Context: an optimization exercise on an open-source flow, tuned for small area, a short achievable clock period and few clock cycles per item. The choices shown serve that exercise and are no tape-out recipe. No functional check of the RTL was part of any run shown here. Power figures rest on the tool's default switching activity, not on a simulated workload.

==> flow/design.v (outline; a module is shown in full before it is edited, if it fits) <==
// module closest_colour_pixel_tracker: 1886 lines
// module ccpt_fa: 10 lines
module closest_colour_pixel_tracker (
  input  wire         clk,
  input  wire         rst_n,
  input  wire         cfg_we,
  input  wire  [2:0]  cfg_idx,
  input  wire  [23:0] cfg_wdata,
  input  wire         in_valid,
  output wire         in_stall,
  input  wire  [47:0] in_data,
  output wire         out_valid,
  input  wire         out_stall,
  output wire  [68:0] out_data
);
  // ...
==> flow/flow/run.sh <==
#!/bin/bash
# Layout flow: the standard flow (standard.sh), with the port buffers made of
# sky130_fd_sc_hd__buf_2 cells. The full make output goes to standard.log here.
set -euo pipefail
bash standard.sh "BUFFER_PORTS_ARGS=-buffer_cell sky130_fd_sc_hd__buf_2" finish > standard.log 2>&1
==> flow/standard.sh <==
#!/bin/bash
# synth_recipe.tcl (not shown) runs the flow's synth.tcl, then flattens the netlist and writes it again
# the make line also repeats each setting of config.mk as NAME=value (left out here)
make -C /OpenROAD-flow-scripts/flow DESIGN_CONFIG=/design/flow/config.mk WORK_HOME=/design/flow/orfs CLKGATE_MAP_FILE= SYNTH_SCRIPT=/design/flow/synth_recipe.tcl "${@:-finish}"
==> flow/config.mk <==
export PLATFORM = sky130hd
export DESIGN_NAME = closest_colour_pixel_tracker
export DESIGN_NICKNAME = closest_colour_pixel_tracker
export VERILOG_FILES = /design/flow/design.v
export SDC_FILE = /design/flow/constraint.sdc
export NUM_CORES = 4
export LEC_CHECK = 0
export CAP_MARGIN = 20
export CORE_MARGIN = 2
export CORE_UTILIZATION = 40
export CTS_CLUSTER_DIAMETER = 100
export CTS_CLUSTER_SIZE = 25
export SETUP_SLACK_MARGIN = 4.8
export SLEW_MARGIN = 20
export SYNTH_HIERARCHICAL = 1
==> flow/constraint.sdc <==
create_clock -name core_clock -period 7.5 [get_ports {clk}]
set_input_delay 1.5000 -clock core_clock [delete_from_list [all_inputs] [get_ports {clk}]]
set_output_delay 1.5000 -clock core_clock [all_outputs]
set_load 0.01 [all_outputs]
==> qor.yml, run 1 <==
fmax_ghz: 0.354
seq_share: 0.381
powerClk_mw: 1.82
multiInputGateArea_mm2: 0.0179
hold_start: "s2_t1_0"
n_antenna_cell: 0
crit_end: "s3_d2[17]"
path_class: "reg -> reg"
swShare: 0.386
seq_area_mm2: 0.0136
wl_met2_um: 34400
status: "timing/DRC/antenna clean"
fp.dieW_um: 284
drive_gt1_frac: 0.177
ys_seq_elements: 608
cts_hold_buf: 0
core_area_mm2: 0.0775
rr_endpoint: "s3_d2[17]"
clkbuf_count: 43
cts_max_level: 1
clk_latency_ps: 630
met1_usage: 0.236
largestRegisters: "tgn0 (24), tgn1 (24), tgn2 (24)"
wl_met1_um: 31900
fin_hold_ws_ps: 327
drv_slew: 0
ys_seq_area_frac: 0.426
r2r_cells: 11
syn2layout_area_growth_pct: 13.8
==> run 2: changes to the inputs <==
--- a/flow/design.v
+++ b/flow/design.v
@@ -11,161 +11,141 @@
   input  wire  [47:0] in_data,
   output wire         out_valid,
   input  wire         out_stall,
   output wire  [68:0] out_data
 );
   reg  [23:0] tgn0, tgn1, tgn2;
   reg  [17:0] thr_sq0, thr_sq1, thr_sq2;
   reg  [8:0]  thr_r;
-  reg  [2:0]  thr_we1, thr_we2;
-  wire p843 = thr_r[0] & thr_r[2];
-  wire p844 = thr_r[0] & thr_r[3];
-  wire p845 = thr_r[0] & thr_r[4];
-  wire p846 = thr_r[0] & thr_r[5];
-  wire p847 = thr_r[0] & thr_r[6];
-  wire p848 = thr_r[0] & thr_r[7];
-  wire p849 = thr_r[0] & thr_r[8];
-  wire p850 = thr_r[1] & ~thr_r[0];
-  wire p851 = thr_r[1] & thr_r[0];
-  wire p852 = thr_r[1] & thr_r[3];
-  wire p853 = thr_r[1] & thr_r[4];
-  wire p854 = thr_r[1] & thr_r[5];
-  wire p855 = thr_r[1] & thr_r[6];
-  wire p856 = thr_r[1] & thr_r[7];
-  wire p857 = thr_r[1] & thr_r[8];
-  wire p858 = thr_r[2] & ~thr_r[1];
-  wire p859 = thr_r[2] & thr_r[1];
-  wire p860 = thr_r[2] & thr_r[4];
-  wire p861 = thr_r[2] & thr_r[5];
-  wire p862 = thr_r[2] & thr_r[6];
-  wire p863 = thr_r[2] & thr_r[7];
-  wire p864 = thr_r[2] & thr_r[8];
-  wire p865 = thr_r[3] & ~thr_r[2];
-  wire p866 = thr_r[3] & thr_r[2];
-  wire p867 = thr_r[3] & thr_r[5];
-  wire p868 = thr_r[3] & thr_r[6];
-  wire p869 = thr_r[3] & thr_r[7];
-  wire p870 = thr_r[3] & thr_r[8];
-  wire p871 = thr_r[4] & ~thr_r[3];
-  wire p872 = thr_r[4] & thr_r[3];
-  wire p873 = thr_r[4] & thr_r[6];
-  wire p874 = thr_r[4] & thr_r[7];
-  wire p875 = thr_r[4] & thr_r[8];
-  wire p876 = thr_r[5] & ~thr_r[4];
-  wire p877 = thr_r[5] & thr_r[4];
-  wire p878 = thr_r[5] & thr_r[7];
-  wire p879 = thr_r[5] & thr_r[8];
-  wire p880 = thr_r[6] & ~thr_r[5];
-  wire p881 = thr_r[6] & thr_r[5];
-  wire p882 = thr_r[6] & thr_r[8];
-  wire p883 = thr_r[7] & ~thr_r[6];
-  wire p884 = thr_r[7] & thr_r[6];
-  wire p885 = thr_r[8] & ~thr_r[7];
-  wire p886 = thr_r[8] & thr_r[7];
+  reg  [17:0] thr_x;
+  reg  [2:0]  thr_we1;
+  wire [3:0]  wa = cfg_wdata[8:5];
+  wire [4:0]  wb = cfg_wdata[4:0];
+  wire [7:0]  wa2 =
+                    (wa == 4'd1) ? 8'd1 :
+                    (wa == 4'd2) ? 8'd4 :
+                    (wa == 4'd3) ? 8'd9 :
+                    (wa == 4'd4) ? 8'd16 :
+                    (wa == 4'd5) ? 8'd25 :
+                    (wa == 4'd6) ? 8'd36 :
+                    (wa == 4'd7) ? 8'd49 :
+                    (wa == 4'd8) ? 8'd64 :
+                    (wa == 4'd9) ? 8'd81 :
+                    (wa == 4'd10) ? 8'd100 :
+                    (wa == 4'd11) ? 8'd121 :
+                    (wa == 4'd12) ? 8'd144 :
+                    (wa == 4'd13) ? 8'd169 :
+                    (wa == 4'd14) ? 8'd196 :
+                    (wa == 4'd15) ? 8'd225 :
+                    8'd0;
+  wire [9:0]  wb2 =
+                    (wb == 5'd1) ? 10'd1 :
+                    (wb == 5'd2) ? 10'd4 :
+                    (wb == 5'd3) ? 10'd9 :
+                    (wb == 5'd4) ? 10'd16 :
+                    (wb == 5'd5) ? 10'd25 :
+                    (wb == 5'd6) ? 10'd36 :
+                    (wb == 5'd7) ? 10'd49 :
+                    (wb == 5'd8) ? 10'd64 :
+                    (wb == 5'd9) ? 10'd81 :
+                    (wb == 5'd10) ? 10'd100 :
+                    (wb == 5'd11) ? 10'd121 :
+                    (wb == 5'd12) ? 10'd144 :
+                    (wb == 5'd13) ? 10'd169 :
+                    (wb == 5'd14) ? 10'd196 :
+                    (wb == 5'd15) ? 10'd225 :
+                    (wb == 5'd16) ? 10'd256 :
+                    (wb == 5'd17) ? 10'd289 :
+                    (wb == 5'd18) ? 10'd324 :
+                    (wb == 5'd19) ? 10'd361 :
+                    (wb == 5'd20) ? 10'd400 :
+                    (wb == 5'd21) ? 10'd441 :
+                    (wb == 5'd22) ? 10'd484 :
+                    (wb == 5'd23) ? 10'd529 :
+                    (wb == 5'd24) ? 10'd576 :
+                    (wb == 5'd25) ? 10'd625 :
+                    (wb == 5'd26) ? 10'd676 :
+                    (wb == 5'd27) ? 10'd729 :
+                    (wb == 5'd28) ? 10'd784 :
+                    (wb == 5'd29) ? 10'd841 :
+                    (wb == 5'd30) ? 10'd900 :
+                    (wb == 5'd31) ? 10'd961 :
+                    10'd0;
+  wire p843 = thr_r[5] & thr_r[0];
+  wire p844 = thr_r[5] & thr_r[1];
+  wire p845 = thr_r[5] & thr_r[2];
+  wire p846 = thr_r[5] & thr_r[3];
+  wire p847 = thr_r[5] & thr_r[4];
+  wire p848 = thr_r[6] & thr_r[0];
+  wire p849 = thr_r[6] & thr_r[1];
+  wire p850 = thr_r[6] & thr_r[2];
+  wire p851 = thr_r[6] & thr_r[3];
+  wire p852 = thr_r[6] & thr_r[4];
+  wire p853 = thr_r[7] & thr_r[0];
+  wire p854 = thr_r[7] & thr_r[1];
+  wire p855 = thr_r[7] & thr_r[2];
+  wire p856 = thr_r[7] & thr_r[3];
+  wire p857 = thr_r[7] & thr_r[4];
+  wire p858 = thr_r[8] & thr_r[0];
+  wire p859 = thr_r[8] & thr_r[1];
+  wire p860 = thr_r[8] & thr_r[2];
+  wire p861 = thr_r[8] & thr_r[3];
+  wire p862 = thr_r[8] & thr_r[4];
   wire fs20001, fc20001;
-  ccpt_fa u_fa20001 (.a(p845), .b(p852), .c(p859), .s(fs20001), .co(fc20001));
+  ccpt_fa u_fa20001 (.a(thr_x[7]), .b(p844), .c(p848), .s(fs20001), .co(fc20001));
   wire fs20002, fc20002;
-  ccpt_fa u_fa20002 (.a(p846), .b(p853), .c(p865), .s(fs20002), .co(fc20002));
+  ccpt_fa u_fa20002 (.a(thr_x[8]), .b(p845), .c(p849), .s(fs20002), .co(fc20002));
   wire fs20003, fc20003;
-  ccpt_fa u_fa20003 (.a(p847), .b(p854), .c(p860), .s(fs20003), .co(fc20003));
+  ccpt_fa u_fa20003 (.a(p853), .b(fc20001), .c(fs20002), .s(fs20003), .co(fc20003));
   wire fs20004, fc20004;
-  ccpt_fa u_fa20004 (.a(p866), .b(fc20002), .c(fs20003), .s(fs20004), .co(fc20004));
+  ccpt_fa u_fa20004 (.a(thr_x[9]), .b(p846), .c(p850), .s(fs20004), .co(fc20004));
   wire fs20005, fc20005;
-  ccpt_fa u_fa20005 (.a(p848), .b(p855), .c(p861), .s(fs20005), .co(fc20005));
+  ccpt_fa u_fa20005 (.a(p854), .b(p858), .c(fc20002), .s(fs20005), .co(fc20005));
   wire fs20006, fc20006;
-  ccpt_fa u_fa20006 (.a(p871), .b(fc20003), .c(fs20005), .s(fs20006), .co(fc20006));
+  ccpt_fa u_fa20006 (.a(fs20004), .b(fc20003), .c(fs20005), .s(fs20006), .co(fc20006));
   wire fs20007, fc20007;
-  ccpt_fa u_fa20007 (.a(p849), .b(p856), .c(p862), .s(fs20007), .co(fc20007));
+  ccpt_fa u_fa20007 (.a(thr_x[10]), .b(p847), .c(p851), .s(fs20007), .co(fc20007));
   wire fs20008, fc20008;
-  ccpt_fa u_fa20008 (.a(p867), .b(p872), .c(fc20005), .s(fs20008), .co(fc20008));
+  ccpt_fa u_fa20008 (.a(p855), .b(p859), .c(fc20004), .s(fs20008), .co(fc20008));
   wire fs20009, fc20009;
-  ccpt_fa u_fa20009 (.a(fs20007), .b(fc20006), .c(fs20008), .s(fs20009), .co(fc20009));
+  ccpt_fa u_fa20009 (.a(fs20007), .b(fc20005), .c(fs20008), .s(fs20009), .co(fc20009));
   wire fs20010, fc20010;
-  ccpt_fa u_fa20010 (.a(p857), .b(p863), .c(p868), .s(fs20010), .co(fc20010));
+  ccpt_fa u_fa20010 (.a(thr_x[11]), .b(p852), .c(p856), .s(fs20010), .co(fc20010));
   wire fs20011, fc20011;
-  ccpt_fa u_fa20011 (.a(p876), .b(fc20007), .c(fs20010), .s(fs20011), .co(fc20011));
+  ccpt_fa u_fa20011 (.a(p860), .b(fc20007), .c(fs20010), .s(fs20011), .co(fc20011));
   wire fs20012, fc20012;
   ccpt_fa u_fa20012 (.a(fc20008), .b(fs20011), .c(fc20009), .s(fs20012), .co(fc20012));
   wire fs20013, fc20013;
-  ccpt_fa u_fa20013 (.a(p864), .b(p869), .c(p873), .s(fs20013), .co(fc20013));
+  ccpt_fa u_fa20013 (.a(thr_x[12]), .b(p857), .c(p861), .s(fs20013), .co(fc20013));
   wire fs20014, fc20014;
-  ccpt_fa u_fa20014 (.a(p877), .b(fc20010), .c(fs20013), .s(fs20014), .co(fc20014));
+  ccpt_fa u_fa20014 (.a(fc20010), .b(fs20013), .c(fc20011), .s(fs20014), .co(fc20014));
   wire fs20015, fc20015;
-  ccpt_fa u_fa20015 (.a(fc20011), .b(fs20014), .c(fc20012), .s(fs20015), .co(fc20015));
-  wire fs20016, fc20016;
-  ccpt_fa u_fa20016 (.a(p870), .b(p874), .c(p880), .s(fs20016), .co(fc20016));
-  wire fs20017, fc20017;
-  ccpt_fa u_fa20017 (.a(fc20013), .b(fs20016), .c(fc20014), .s(fs20017), .co(fc20017));
-  wire fs20018, fc20018;
-  ccpt_fa u_fa20018 (.a(p875), .b(p878), .c(p881), .s(fs20018), .co(fc20018));
-  wire fs20019, fc20019;
-  ccpt_fa u_fa20019 (.a(fc20016), .b(fs20018), .c(fc20017), .s(fs20019), .co(fc20019));
-  wire fs20020, fc20020;
-  ccpt_fa u_fa20020 (.a(p879), .b(p883), .c(fc20018), .s(fs20020), .co(fc20020));
-  wire fs20021, fc20021;
-  ccpt_fa u_fa20021 (.a(p882), .b(p884), .c(fc20020), .s(fs20021), .co(fc20021));
-  reg  [0:0] thr_c_0;
-  reg  [0:0] thr_c_2;
-  reg  [1:0] thr_c_3;
-  reg  [1:0] thr_c_4;
-  reg  [0:0] thr_c_5;
-  reg  [1:0] thr_c_6;
-  reg  [0:0] thr_c_7;
-  reg  [1:0] thr_c_8;
-  reg  [0:0] thr_c_9;
-  reg  [0:0] thr_c_10;
-  reg  [0:0] thr_c_11;
-  reg  [1:0] thr_c_12;
-  reg  [0:0] thr_c_13;
-  reg  [1:0] thr_c_14;
-  reg  [0:0] thr_c_15;
-  reg  [1:0] thr_c_16;
-  reg  [0:0] thr_c_17;
-  always @(posedge clk) begin
-    thr_c_0 <= {thr_r[0]};
-    thr_c_2 <= {p850};
-    thr_c_3 <= {p851, p843};
-    thr_c_4 <= {p858, p844};
-    thr_c_5 <= {fs20001};
-    thr_c_6 <= {fs20002, fc20001};
-    thr_c_7 <= {fs20004};
-    thr_c_8 <= {fs20006, fc20004};
-    thr_c_9 <= {fs20009};
-    thr_c_10 <= {fs20012};
-    thr_c_11 <= {fs20015};
-    thr_c_12 <= {fs20017, fc20015};
-    thr_c_13 <= {fs20019};
-    thr_c_14 <= {fs20020, fc20019};
-    thr_c_15 <= {fs20021};
-    thr_c_16 <= {fc20021, p885};
-    thr_c_17 <= {p886};
-  end
-  wire [17:0] thr_sq_w = {thr_c_17[0], thr_c_16[0], thr_c_15[0], thr_c_14[0], thr_c_13[0], thr_c_12[0], thr_c_11[0], thr_c_10[0], thr_c_9[0], thr_c_8[0], thr_c_7[0], thr_c_6[0], thr_c_5[0], thr_c_4[0], thr_c_3[0], thr_c_2[0], 1'b0, thr_c_0[0]} + {1'b0, thr_c_16[1], 1'b0, thr_c_14[1], 1'b0, thr_c_12[1], 1'b0, 1'b0, 1'b0, thr_c_8[1], 1'b0, thr_c_6[1], 1'b0, thr_c_4[1], thr_c_3[1], 1'b0, 1'b0, 1'b0};
+  ccpt_fa u_fa20015 (.a(thr_x[13]), .b(p862), .c(fc20013), .s(fs20015), .co(fc20015));
+  wire [17:0] thr_sq_w = {thr_x[17], thr_x[16], thr_x[15], thr_x[14], fc20014, fc20012, fs20012, fc20006, fs20006, fs20003, fs20001, thr_x[6], thr_x[5], thr_x[4], thr_x[3], thr_x[2], thr_x[1], thr_x[0]} + {1'b0, 1'b0, 1'b0, fc20015, fs20015, fs20014, 1'b0, fs20009, 1'b0, 1'b0, 1'b0, p843, 1'b0, 1'b0, 1'b0, 1'b0, 1'b0, 1'b0};
   always @(posedge clk) begin
     if (!rst_n) begin
       tgn0 <= ~24'hFF0000;
       tgn1 <= ~24'h00FF00;
       tgn2 <= ~24'h0000FF;
       thr_sq0 <= 18'd22500;
       thr_sq1 <= 18'd30625;
       thr_sq2 <= 18'd22500;
       thr_we1 <= 3'b000;
-      thr_we2 <= 3'b000;
     end else begin
       if (cfg_we && cfg_idx == 3'd0) tgn0 <= ~cfg_wdata;
       if (cfg_we && cfg_idx == 3'd1) tgn1 <= ~cfg_wdata;
       if (cfg_we && cfg_idx == 3'd2) tgn2 <= ~cfg_wdata;
-      if (thr_we2[0]) thr_sq0 <= thr_sq_w;
-      if (thr_we2[1]) thr_sq1 <= thr_sq_w;
-      if (thr_we2[2]) thr_sq2 <= thr_sq_w;
+      if (thr_we1[0]) thr_sq0 <= thr_sq_w;
+      if (thr_we1[1]) thr_sq1 <= thr_sq_w;
+      if (thr_we1[2]) thr_sq2 <= thr_sq_w;
       thr_we1 <= {cfg_we && cfg_idx == 3'd5, cfg_we && cfg_idx == 3'd4, cfg_we && cfg_idx == 3'd3};
-      thr_we2 <= thr_we1;
     end
     thr_r <= cfg_wdata[8:0];
+    thr_x <= {wa2, wb2};
   end
   reg         busy_r;
   reg         out_valid_r;
   wire        accept   = in_valid & ~busy_r;
   wire        handover = out_valid_r & ~out_stall;
   always @(posedge clk) begin
     if (!rst_n)                     busy_r <= 1'b0;
     else if (accept & in_data[0])   busy_r <= 1'b1;
@@ -1836,52 +1816,72 @@
   always @(posedge clk) begin
     s3_d0 <= d0;
     s3_d1 <= d1;
     s3_d2 <= d2;
   end
   reg  [15:0] best0, best1, best2;
   reg  [21:0] pos0, pos1, pos2;
   reg         flag0, flag1, flag2;
-  wire [21:0] pos_in = s3_pos & {22{rst_n}};
   wire lt_best0 = (s3_d0 < {2'b00, best0});
   wire lt_rst0  = (s3_d0 < 18'd65025);
   wire lt0      = s3_first ? lt_rst0 : lt_best0;
   wire pres0    = (s3_d0 < thr_sq0);
   always @(posedge clk) begin
-    if (!rst_n || (s3_v && (lt0 || s3_first)))
-      best0 <= (rst_n && lt0) ? s3_d0[15:0] : 16'd65025;
-    if (!rst_n || (s3_v && lt0))
-      pos0  <= pos_in;
-    if (!rst_n || s3_v)
-      flag0 <= rst_n & ((flag0 & ~s3_first) | pres0);
+    if (!rst_n) begin
+      best0 <= 16'd65025;
+      pos0  <= 22'd0;
+      flag0 <= 1'b0;
+    end else if (s3_v) begin
+      if (lt0) begin
+        best0 <= s3_d0[15:0];
+        pos0  <= s3_pos;
+      end else if (s3_first) begin
+        best0 <= 16'd65025;
+      end
+      flag0 <= (flag0 & ~s3_first) | pres0;
+    end
   end
   wire lt_best1 = (s3_d1 < {2'b00, best1});
   wire lt_rst1  = (s3_d1 < 18'd65025);
   wire lt1      = s3_first ? lt_rst1 : lt_best1;
   wire pres1    = (s3_d1 < thr_sq1);
   always @(posedge clk) begin
-    if (!rst_n || (s3_v && (lt1 || s3_first)))
-      best1 <= (rst_n && lt1) ? s3_d1[15:0] : 16'd65025;
-    if (!rst_n || (s3_v && lt1))
-      pos1  <= pos_in;
-    if (!rst_n || s3_v)
-      flag1 <= rst_n & ((flag1 & ~s3_first) | pres1);
+    if (!rst_n) begin
+      best1 <= 16'd65025;
+      pos1  <= 22'd0;
+      flag1 <= 1'b0;
+    end else if (s3_v) begin
+      if (lt1) begin
+        best1 <= s3_d1[15:0];
+        pos1  <= s3_pos;
+      end else if (s3_first) begin
+        best1 <= 16'd65025;
+      end
+      flag1 <= (flag1 & ~s3_first) | pres1;
+    end
   end
   wire lt_best2 = (s3_d2 < {2'b00, best2});
   wire lt_rst2  = (s3_d2 < 18'd65025);
   wire lt2      = s3_first ? lt_rst2 : lt_best2;
   wire pres2    = (s3_d2 < thr_sq2);
   always @(posedge clk) begin
-    if (!rst_n || (s3_v && (lt2 || s3_first)))
-      best2 <= (rst_n && lt2) ? s3_d2[15:0] : 16'd65025;
-    if (!rst_n || (s3_v && lt2))
-      pos2  <= pos_in;
-    if (!rst_n || s3_v)
-      flag2 <= rst_n & ((flag2 & ~s3_first) | pres2);
+    if (!rst_n) begin
+      best2 <= 16'd65025;
+      pos2  <= 22'd0;
+      flag2 <= 1'b0;
+    end else if (s3_v) begin
+      if (lt2) begin
+        best2 <= s3_d2[15:0];
+        pos2  <= s3_pos;
+      end else if (s3_first) begin
+        best2 <= 16'd65025;
+      end
+      flag2 <= (flag2 & ~s3_first) | pres2;
+    end
   end
   always @(posedge clk) begin
     if (!rst_n)                out_valid_r <= 1'b0;
     else if (s3_v & s3_last)   out_valid_r <= 1'b1;
     else if (handover)         out_valid_r <= 1'b0;
   end
   assign out_valid = out_valid_r;
   assign out_data  = {pos0, pos1, pos2, flag0, flag1, flag2};
--- a/flow/config.mk
+++ b/flow/config.mk
@@ -5,11 +5,11 @@
 export SDC_FILE = /design/flow/constraint.sdc
 export NUM_CORES = 4
 export LEC_CHECK = 0
 export CAP_MARGIN = 20
 export CORE_MARGIN = 2
 export CORE_UTILIZATION = 40
 export CTS_CLUSTER_DIAMETER = 100
 export CTS_CLUSTER_SIZE = 25
-export SETUP_SLACK_MARGIN = 4.8
+export SETUP_SLACK_MARGIN = 4.5
 export SLEW_MARGIN = 20
 export SYNTH_HIERARCHICAL = 1
==> run 2 against run 1 <==
Utilization decreased by 1.3 points. Clock power is 3% lower. Hold slack barely moved. First-iteration DRC count up 12%. Maximum frequency is 16% lower. Via count up 2.1%. Non-clock buffer count shrank 40. Worst setup slack got worse by 550 ps. Routed wire length shrank 0.12%. Die area down 1.5%.
==> qor.yml, run 2 <==
required_ps: 7990
mostFrequentLayoutCells: "587 x dfxtp_1, 337 x fa_1, 278 x and2_1"
finalSetupViolCount: 0
grt_pass1_vias: 20447
antenna_found_initial: 9
path_class: "reg -> reg"
path_cells: "and2_4, fa_2, fa_1, fa_2, fa_2, ha_4, a31oi_2, o21ai_2, a31o_4, nand3_4, xor2_4, a21oi_1"
r2r-start: "thr_r[2]"
syn_nets: 3342
vias_per_cell: 5.01
wirelength_um: 72000
peakVddDrop_uv: 303
crit_top_cell: "fa_2"
synth_area_leaders: "dfxtp_1 39%, fa_1 24%, ha_1 7.4%"
largestRegisters: "tgn0 (24), tgn1 (24), tgn2 (24)"
die_area_mm2: 0.0793
avgSynthCellArea_um2: 11.4
max_stage_delay_ps: 460
hold_start: "s2_pos[12]"
io_pins: 151
p_per_area_mw_per_mm2: 354
synth_cells: 2710
cp_data_arrival_time_ps: 3870
clk_latency_ps: 640  # about the same
drcViolationCount: 0
cts_hold_buf: 0  # unchanged
fin_cells: 3859
p_leak_nw: 15.1
die_h_um: 282
cts_tree: "done"
slowest_stage: "fa_1"
hold_path_class: "reg -> reg"
placedCellCount: 3807
tightestPinTransition_ps: 1070
row_count: 101
yosysMostFrequentCell: "dfxtp_1"
gp_congestion: 0.858
numCtsBuffers: 29
cts_max_level: 1  # unchanged
hpwlAfterDp_um: 56500
numPortBuffers: 150
ys_seq_area_frac: 0.388  # -0.0385
fin_area_mm2: 0.0340
synthTopCellsByCount: "597 x dfxtp_1, 369 x fa_1, 279 x and2_1, 207 x nand2_1, 183 x ha_1"
synth.top_cell.area_share: 0.388
path_clk_slew_ps: 100
status: "timing/DRC/antenna clean"
initial_core_util: 0.405
core_area_mm2: 0.0761  # -1.8%
maxSlewHeadroom: 0.286
clk_path_buf_depth: 3
grt_max_degree: 93
rsz0062_at_grt: "yes"
globalRouteOverflowTotal: 0
startpoint: "thr_r[2]"
finClkSkew_ps: 27.1
final_common_cell: "dfxtp_1"
fp.dieW_um: 282  # -0.76%
path_max_fanout: 4
drt.antenna.violating_nets: 0
yosysWarnings: 7
hold_viol: 0
async_reset_ff_frac: 0
ys.flop_type: "dfxtp_1"
period_share: 0.450
cp-start-kind: "flop"
end_kind: "flop"
ys_types: 63
fmax_ghz: 0.296  # -16%
fin_crit_ps: 3370
cap_violations: 0
track_usage: 0.185
syn2layout_area_growth_pct: 10.4
synth_edf_count: 0
clock_sinks: 597
synth_top_cell_by_area: "dfxtp_1"
syn_area_mm2: 0.0308
drv_slew: 0  # unchanged
wl_per_cell_um: 18.7
clock-root-buffer: "clkbuf_16"
place_area_mm2: 0.0328
tns_ps: 0
drtIter0Drc: 1124
layout.nets: 3451
drive_gt1_frac: 0.113  # -0.0642
first_pass_iters: 5
vias: 19339
grt_pass1_wl_um: 114000
ys_seq_elements: 597  # -1.8%
## run 2: cell count changes after synthesis, sizes merged, moves of 23 or more
cell	delta
and2	-40
nand2	+65
dfxtp	+106
edfxtp	-117
o211a	-28
nor2b	-46
or2	-23
nor2	+30
a211oi	+31
a21oi	-35
mux2i	+69
## run 2: cells by family after synthesis
kind of cell | share of synthesized area
flops | 0.388
fa+ha+maj | 0.314
compound gates | 0.0838
simple gates | 0.130
buf+inv | 0.0335
mux | 0.0273
xor+xnor | 0.0230
other cells | 0.000122
## run 2: area by class of cell
| class | instances | area, um2 |
|---|---|---|
| Timing Repair Buffer | 169 | 911 |
| Clock buffer | 30 | 729 |
| Tap cell | 1030 | 1290 |
| Inverter | 163 | 661 |
| Antenna cell | 4 | 10.0 |
| Multi-Input combinational cell | 1859 | 18400 |
| Clock inverter | 7 | 86.3 |
| Sequential cell | 597 | 12000 |
| Fill cell | 7131 | 42100 |
## run 2: where the power goes
| part | total, mW | leakage, nW | internal, mW | switching (mW) |
|---|---|---|---|---|
| clock network | 1.77 | 0.398 | 0.719 | 1.05 |
| logic | 5.69 | 9.76 | 2.71 | 2.98 |
| registers | 4.57 | 4.95 | 3.90 | 0.671 |
| total | 12.0 | 15.1 | 7.33 | 4.70 |
## run 2: metrics by stage
step | utilization | setup slack (ps) | total power [mW] | hold WS (ps)
after CTS | 0.445 | 4150 | 12.1 | 333
after global routing | 0.447 | 4010 | 13.1 | 337
final | 0.447 | 4130 | 12.0 | 327
after global placement | 0.431 | 4000 | 9.92 | 310
after detailed placement | 0.431 | 3950 | 10.1 | 312
after floorplan | - | 4270 | 8.26 | 310
## run 2: routing by layer
| layer | global-route usage | share of wire | vias to the layer above |
|---|---|---|---|
| met5 | 0 | 0.00032 | - |
| met4 | 0.0450 | 0.023 | 4 |
| met3 | 0.0235 | 0.046 | 82 |
| met2 | 0.312 | 0.48 | 395 |
| met1 | 0.252 | 0.45 | 9721 |
| li1 | - | - | 9137 |
## run 2: per-module statistics from Yosys, one instance, submodules excluded
| module | area (um2) | copies in the design | flip-flops and latches | cells inside |
|---|---|---|---|---|
| ccpt_fa | 20.0 | 342 | 0 | 1 |
| closest_colour_pixel_tracker | 24000 | 1 | 597 | 2368 |
## run 2: critical path: cells and delay by family (launching register included)
kind                     cells  cell delay, ps
AO/OA/AOI/OAI                4             650
XOR/XNOR                     1             160
AND/OR/NAND/NOR              2             270
flip-flops                   1             340
adder cells (fa/ha/maj)      5            1810
## run 2: timing repair
item | 4_1_cts | 5_1_grt
gates cloned | 0 | 0
gates resized for setup | 34 | 36
endpoints found under the setup margin | 29 | 56
pin swaps | 19 | 18
buffers inserted | 7 | 4
## run 2: worst paths after layout
kind | end | slack, ps | cells after the start
max | thr_sq2[17] | 4130 | 12
min | s3_pos[12] | 330 | 0
max reg2reg | thr_sq2[17] | 4130 | 12
min reg2reg | s3_pos[12] | 330 | 0
==> run 3: changes to the inputs <==
==> flow/flow/run.sh (replaced) <==
#!/bin/bash
# Layout flow: the standard flow (standard.sh), with the port buffers made of
# sky130_fd_sc_hd__buf_1 cells. The full make output goes to standard.log here.
set -euo pipefail
bash standard.sh "BUFFER_PORTS_ARGS=-buffer_cell sky130_fd_sc_hd__buf_1" finish > standard.log 2>&1
--- a/flow/config.mk
+++ b/flow/config.mk
@@ -8,8 +8,8 @@
 export CAP_MARGIN = 20
 export CORE_MARGIN = 2
-export CORE_UTILIZATION = 40
+export CORE_UTILIZATION = 50
 export CTS_CLUSTER_DIAMETER = 100
-export CTS_CLUSTER_SIZE = 25
-export SETUP_SLACK_MARGIN = 4.5
+export CTS_CLUSTER_SIZE = 22
+export SETUP_SLACK_MARGIN = 4.6
 export SLEW_MARGIN = 20
 export SYNTH_HIERARCHICAL = 1
==> run 3 against run 2 <==
Flip-flop and latch count stayed put. Clock power hardly changed. Critical path type unchanged. Critical path depth stayed put. Routed wire length is 0.22% higher. Die area is 20% lower. Non-clock buffer count is 1 lower. Synthesized area stayed put. Design area is 1.1% lower.
==> qor.yml, run 3 <==
cap_violations: 0  # unchanged
fin_crit_ps: 3390  # +12.3 ps
synth_top_cell_by_area: "dfxtp_1"
power_mw: 12.3  # +2.3%
required_ps: 7990  # about the same
fin_area_mm2: 0.0336  # -1.1%
die_area_mm2: 0.0636  # -20%
globalRouteOverflowTotal: 0  # unchanged
clock_sinks: 597  # unchanged
row_count: 91  # -9.9%
vias: 19362  # +0.12%
gp_congestion: 0.849  # -1.0%
layout.nets: 3452  # +0.029%
path_cells: "and2_4, fa_2, fa_1, fa_2, fa_2, ha_4, nand4_1, o21ai_2, a31o_4, nand3_4, xor2_4, a21oi_1"
die_h_um: 252  # -10%
drv_slew: 0  # unchanged
numPortBuffers: 150  # unchanged
end_kind: "flop"
p_leak_nw: 14.6  # -3.3%
place_area_mm2: 0.0323  # -1.5%
cts_max_level: 1  # unchanged
numCtsBuffers: 31  # +6.9%
cp_num_buf_inv: 0  # unchanged
tns_ps: 0  # unchanged
crit_top_cell: "fa_2"
async_reset_ff_frac: 0  # unchanged
clock-root-buffer: "clkbuf_16"
path_max_fanout: 5  # +1
p_per_area_mw_per_mm2: 366  # +3.4%
rsz0062_at_grt: "yes"
ys.flop_type: "dfxtp_1"
synthTopCellsByCount: "597 x dfxtp_1, 369 x fa_1, 279 x and2_1, 207 x nand2_1, 183 x ha_1"
syn2layout_area_growth_pct: 9.20
yosysMostFrequentCell: "dfxtp_1"
synth.top_cell.area_share: 0.388  # unchanged
path_clk_slew_ps: 100  # about the same
mostFrequentLayoutCells: "562 x dfxtp_1, 335 x fa_1, 277 x and2_1"
wirelength_um: 72200  # +0.22%
fp.dieW_um: 252  # -10%
clk_path_buf_depth: 3  # unchanged
avgSynthCellArea_um2: 11.4  # unchanged
clk_latency_ps: 630  # about the same
first_pass_iters: 5  # unchanged
slowest_stage: "fa_1"
synth_edf_count: 0  # unchanged
cpLargestDelayFamily: "adder cells"
r2r_setup_slack_ps: 4110  # about the same
drcViolationCount: 0  # unchanged
period_share: 0.451  # +0.00163
drive_gt1_frac: 0.0747  # -0.0382
antenna_found_initial: 7  # -2
cp_data_arrival_time_ps: 3880  # about the same
syn_area_mm2: 0.0308  # unchanged
cts_tree: "done"
yosysWarnings: 7  # unchanged
ys_seq_elements: 597  # unchanged
final_common_cell: "dfxtp_1"
tightestPinTransition_ps: 1080  # +10.7 ps
grt_pass1_vias: 20821  # +1.8%
syn_nets: 3342  # unchanged
max_stage_delay_ps: 470  # about the same
track_usage: 0.234  # +0.0493
drtIter0Drc: 1015  # -9.7%
fmax_ghz: 0.295  # -0.36%
cp-start-kind: "flop"
vias_per_cell: 5.35  # +6.8%
largestRegisters: "tgn0 (24), tgn1 (24), tgn2 (24)"
path_class: "reg -> reg"
ys_seq_area_frac: 0.388  # unchanged
synth_cells: 2710  # unchanged
synth-compound-area-share: 0.0838  # unchanged
core_area_mm2: 0.0614  # -19%
synth_top_family_by_area: "adder cells"
io_pins: 151  # unchanged
maxSlewHeadroom: 0.279  # -0.00713
yosys.area_share.simple: 0.130  # unchanged
peakVddDrop_uv: 287  # -5.5%
finClkSkew_ps: 18.1  # -9.01 ps
fin_hold_ws_ps: 324  # -2.92 ps
status: "timing/DRC/antenna clean"
hold_path_class: "reg -> reg"
hold_viol: 0  # unchanged
hpwlAfterDp_um: 55700  # -1.5%
yosys-mux-area-fraction: 0.0273  # unchanged
finalSetupViolCount: 0  # unchanged
initial_core_util: 0.502  # +0.0971
synth_area_leaders: "dfxtp_1 39%, fa_1 24%, ha_1 7.4%"
grt_max_degree: 95  # +2.2%
synthAdderAreaFrac: 0.314  # unchanged
ys_types: 63  # unchanged
drt.antenna.violating_nets: 0  # unchanged
wl_per_cell_um: 20.0  # +7.0%
synth_xor_area_frac: 0.0230  # unchanged
grt_pass1_wl_um: 116000  # +1.4%
## run 3: cell count changes in the layout (fill, tap and decap cells not counted), sizes merged
| cell | before | now |
|---|---|---|
| clkbuf | 30 | 37 |
| buf | 169 | 165 |
| diode | 4 | 1 |
| inv | 167 | 164 |
| clkinv | 2 | 1 |
| clkinvlp | 1 | 2 |
## run 3: path summary, 6_finish.rpt
kind         startpoint           to  cells past startpoint
max reg2reg    thr_r[6]  thr_sq1[17]                     12
max            thr_r[6]  thr_sq1[17]                     12
min reg2reg  s1_pos[11]   s2_pos[11]                      0
min          s1_pos[11]   s2_pos[11]                      0
## run 3: logic make-up (layout without fill, tap and decap cells)
logic type | after synthesis | count (layout)
flops | 597 | 597
simple gates | 780 | 780
mux | 84 | 84
fa+ha+maj | 553 | 553
buf+inv | 254 | 369
xor+xnor | 81 | 81
other cells | 1 | 2
compound gates | 360 | 360
## run 3: through the flow
| step | utilization | setup WS (ps) | cells |
|---|---|---|---|
| CTS | 0.544 | 4110 | 3610 |
| global placement | 0.526 | 3520 | 3566 |
| detailed placement | 0.526 | 3420 | 3566 |
| finish | 0.548 | 4110 | 3616 |
| floorplan | - | 4270 | 2710 |
| global route | 0.548 | 3980 | 3616 |
## run 3: cell type report
cell class	instances	area (um2)
multi-input combinational	1859	18400
tap	790	988
inverter	163	661
fill	5325	27700
timing repair buffer	168	733
sequential	597	12000
clock inverter	4	43.8
clock buffer	34	787
antenna	1	2.50
## run 3: power breakdown
group	internal (mW)	leakage [nW]	switching (mW)
combinational	2.85	9.26	3.13
sequential	3.90	4.95	0.660
clock	0.750	0.400	1.02
## run 3: what timing repair did
item / CTS / global route
buffers inserted: 6 / 5
hold buffers: 0 / 0
resized for setup: 56 / 58
setup endpoints to repair: 145 / 163
pin swaps: 27 / 22
## run 3: modules after synthesis (local to each module, per instance)
module                        cells inside  times used
closest_colour_pixel_tracker          2368           1
ccpt_fa                                  1         342
## run 3: metal layers
metal  vias up  wire length [um]  part of all wire  track usage
met3       108              2900             0.040       0.0316
li1       9124                 -                 -            -
met4         8              2110             0.029       0.0686
met5         -                50           0.00069            0
met2       325             35000              0.48        0.399
met1      9797             32100              0.45        0.312

## what the ideal ports hide
No port has a modelled driver above. Below, the same layouts with a new extraction and two added sets of constraints. Step 1, drivers: a clkbuf_16 drives clk and a buf_2 each remaining input, both assumed. Step 2 times the ports against the registers' clock, not the clock port: input delays grow and output delays shrink by t, the midpoint of the rising clock arrivals with the driver on. Three values: ideal ports, drivers, drivers and shift; two values: the first two.
run | t (ns) | setup WS [ns] | clock arrival spread, ns | slew at the worst register clock pin (ns) | worst slew at a driven data input, ns
run 1 | 0.680 | 4.674 / 4.652 / 4.181 | 0.023 / 0.022 | 0.10 / 0.10 | 0.11
run 2 | 0.692 | 4.127 / 4.127 / 4.047 | 0.029 / 0.029 | 0.10 / 0.10 | 0.13
run 3 | 0.689 | 4.114 / 4.114 / 4.020 | 0.021 / 0.021 | 0.10 / 0.10 | 0.10
After both steps setup and hold are still met in every run listed. The setup slack of run 1, which loses most, moves by -0.022 ns with the drivers and by -0.493 ns with both steps.
